Context: an optimization exercise on an open-source flow, tuned for small area, a short achievable clock period and few clock cycles per item. The choices shown serve that exercise and are no tape-out recipe. Function was checked by simulation only, so behaviour that the tests miss may differ from the original. Power figures rest on the tool's default switching activity, not on a simulated workload.

== run 1 ==
==> flow/design.v (excerpt) <==
module range_scan_object_segmenter_core (
   input  wire logic        clock,
   input  wire logic        reset,
   input  wire logic        req_tvalid,
   output logic             req_tready,
   input  wire logic [23:0] req_tdata,    
   input  wire logic        req_tuser,    
   input  wire logic        req_tlast,    
   output logic             rsp_tvalid,
   input  wire logic        rsp_tready,
   output logic [71:0]      rsp_tdata,
   output logic [1:0]       rsp_tuser,    
   output logic             rsp_tlast,    
   input  wire logic        csr_we,
   input  wire logic [1:0]  csr_index,
   input  wire logic [15:0] csr_wdata
);
Settings: LEC_CHECK=0, ABC_AREA=1, CAP_MARGIN=20, CORE_MARGIN=2, CORE_UTILIZATION=40, SETUP_SLACK_MARGIN=5, SLEW_MARGIN=20, SYNTH_MEMORY_MAX_BITS=8192, TNS_END_PERCENT=5; clock period 8.0 ns.
run.sh (not shown) runs the stock make flow with config.mk's settings and CLKGATE_MAP_FILE= SYNTH_SCRIPT=/design/flow/synth_recipe.tcl, a recipe that flattens the netlist after the stock synthesis.
Testbench counts of run 1, summed over its fixed seeds: cycles 26,174, words 24,000.
Relative to run 1, the following input files were edited for run 2:
Settings: TNS_END_PERCENT now 100, was 5; CORE_UTILIZATION now 50, was 40.
Results
Summary of the comparison: total stage count of the critical path is higher in run 2, relative to run 1.
Run 2 vs run 1 on first-pass GRT wire length: run 2 is the higher one.
Compared with run 1, placement density in the core of run 2 is higher.
Run 2: layout net count about 0.8% above run 1
Going from run 1 to run 2, transition time of the tightest slew-check pin moved up; worst hold margin moved up; total wire length moved up.
The following lists how run 3 was set up differently from run 2:
Settings: a change of CORE_UTILIZATION from 50 to 40; a change of SETUP_SLACK_MARGIN from 5 to 4.5.
Findings:
Run 3 vs run 2: via count down
Run 3 reports a lower register-to-register slack than run 2 does.
Run 3 gives more total power than run 2 did.

---

Starting RTL as in the previous note.
## range_scan_object_segmenter_core
module range_scan_object_segmenter_core (
   input  wire logic        clock,
   input  wire logic        reset,
   input  wire logic        req_tvalid,
   output logic             req_tready,
   input  wire logic [23:0] req_tdata,    
   input  wire logic        req_tuser,    
   input  wire logic        req_tlast,    
   output logic             rsp_tvalid,
   input  wire logic        rsp_tready,
   output logic [71:0]      rsp_tdata,
   output logic [1:0]       rsp_tuser,    
   output logic             rsp_tlast,    
   input  wire logic        csr_we,
   input  wire logic [1:0]  csr_index,
   input  wire logic [15:0] csr_wdata
);
   logic [15:0] thr_q;
   logic [7:0]  minw_q;
   logic [3:0]  lim_q;
   logic        thr_new;      
   wire wr_thr = csr_we && (csr_index == 2'd0);
   always_ff @(posedge clock) begin
      if (reset) begin
         thr_q  <= 16'd40;
         minw_q <= 8'd4;
         lim_q  <= 4'd8;
      end else if (csr_we) begin
         case (csr_index)
            2'd0: thr_q  <= csr_wdata;
            2'd1: minw_q <= csr_wdata[7:0];
            2'd2: lim_q  <= csr_wdata[3:0];
            default: ;
         endcase
      end
      thr_new <= !reset && wr_thr;
   end
   logic        rdy_q;
   logic        s1v, s1_first, s1_edge;
   logic [15:0] rng;
   logic [7:0]  ang;
   logic        st, en;
   wire acc = req_tvalid && rdy_q;
   logic        primed_q, track_q;
   logic [7:0]  open_q;
   logic [8:0]  arc_q;        
   logic [15:0] pr_q;
   logic [23:0] sum_q;
   logic [7:0]  tal_q;
   logic [3:0]  found_q;
   logic        pend_q;       
   logic [3:0]  tcnt;         
   wire       primed_e = primed_q && !st;
   wire       track_e  = track_q && !st;
   wire [3:0] found_e  = st ? 4'd0 : found_q;
   logic [17:0] lo_q;
   logic [16:0] hi_q;
   wire drop_c = !lo_q[17] && ({1'b0, rng} <= lo_q[16:0]);
   wire rise_c = {1'b0, rng} > hi_q;
  ...
make LEC_CHECK=0 ABC_AREA=1 CAP_MARGIN=20 CORE_MARGIN=2 CORE_UTILIZATION=45 SETUP_SLACK_MARGIN=5 SLEW_MARGIN=20 SYNTH_MEMORY_MAX_BITS=8192 TNS_END_PERCENT=100 finish   # period 8.0 ns
The baseline completed without violations.
Testbench counts at the start, summed over its fixed seeds: cycles 26,174, words 24,000.
Next try:
Settings changed: CORE_UTILIZATION 45 to 40.
=> Count of clock-buffer cells in the layout goes up by 11. Critical path depth increases by 1. Register-to-register slack improves by 0.04 ns. Via count is lower by about 1.3%. Non-clock buffer count grows by 13.
Next try:
Settings changed: ABC_AREA 1 to unset.
Effect: Wire length came out lower by 5.5%; synthesized area hardly moves; cell area increases by 3.6%; utilization came out higher by 1.8 points; maximum frequency shrinks by 15%; sequential share of layout area came out lower by 1.2 points; setup slack degrades by 0.52 ns; first-iteration DRC count shrinks by about 1.7%; cell count decreases by 8.3%.
Next try:
Settings changed: ABC_AREA set to 1, CORE_UTILIZATION 40 to 35.
Result: The changed run went through all stages and came out clean. Clock-buffer cell count increases by 8. Die area rises by about a fifth. Core utilization goes down by 7.6 points. Wire length increases by a few percent. Sequential share of layout area is higher by 1.1 points.

-- afterwards: timing with drivers on the ports --
The flow's constraints put no driver on any port. The routed layouts listed below were extracted and timed again, unchanged, in two steps. Step 1 sets driving cells, clkbuf_16 on the clock port and buf_2 on the other inputs (assumed; they add their load-dependent delay and slew). Step 2 also shifts input and output timing later by t, the mid clock arrival at the registers, as if the neighbouring blocks saw the same clock. a / b / c = ideal / step 1 / step 2; a / b = the first two.
run | t, ns | setup WS [ns] | clock arrival spread, ns | worst slew at a driven data input, ns
run 1 | 0.650 | 4.763 / 4.729 / 4.456 | 0.026 / 0.026 | 0.05
run 2 | 0.648 | 4.912 / 4.912 / 4.588 | 0.020 / 0.020 | 0.04
run 3 | 0.666 | 4.542 / 4.542 / 4.468 | 0.028 / 0.028 | 0.06
the first run of note 2 | 0.659 | 4.996 / 4.975 / 4.541 | 0.035 / 0.035 | 0.07
the second run of note 2 | 0.666 | 5.033 / 4.989 / 4.500 | 0.026 / 0.026 | 0.05
the third run of note 2 | 0.641 | 4.516 / 4.516 / 4.516 | 0.030 / 0.029 | 0.06
the fourth run of note 2 | 0.665 | 5.026 / 4.986 / 4.460 | 0.045 / 0.045 | 0.05
After both steps every run listed still meets setup and hold. For the fourth run of note 2, which loses most, drivers alone change the setup slack by -0.040 ns; drivers and shift together by -0.566 ns.
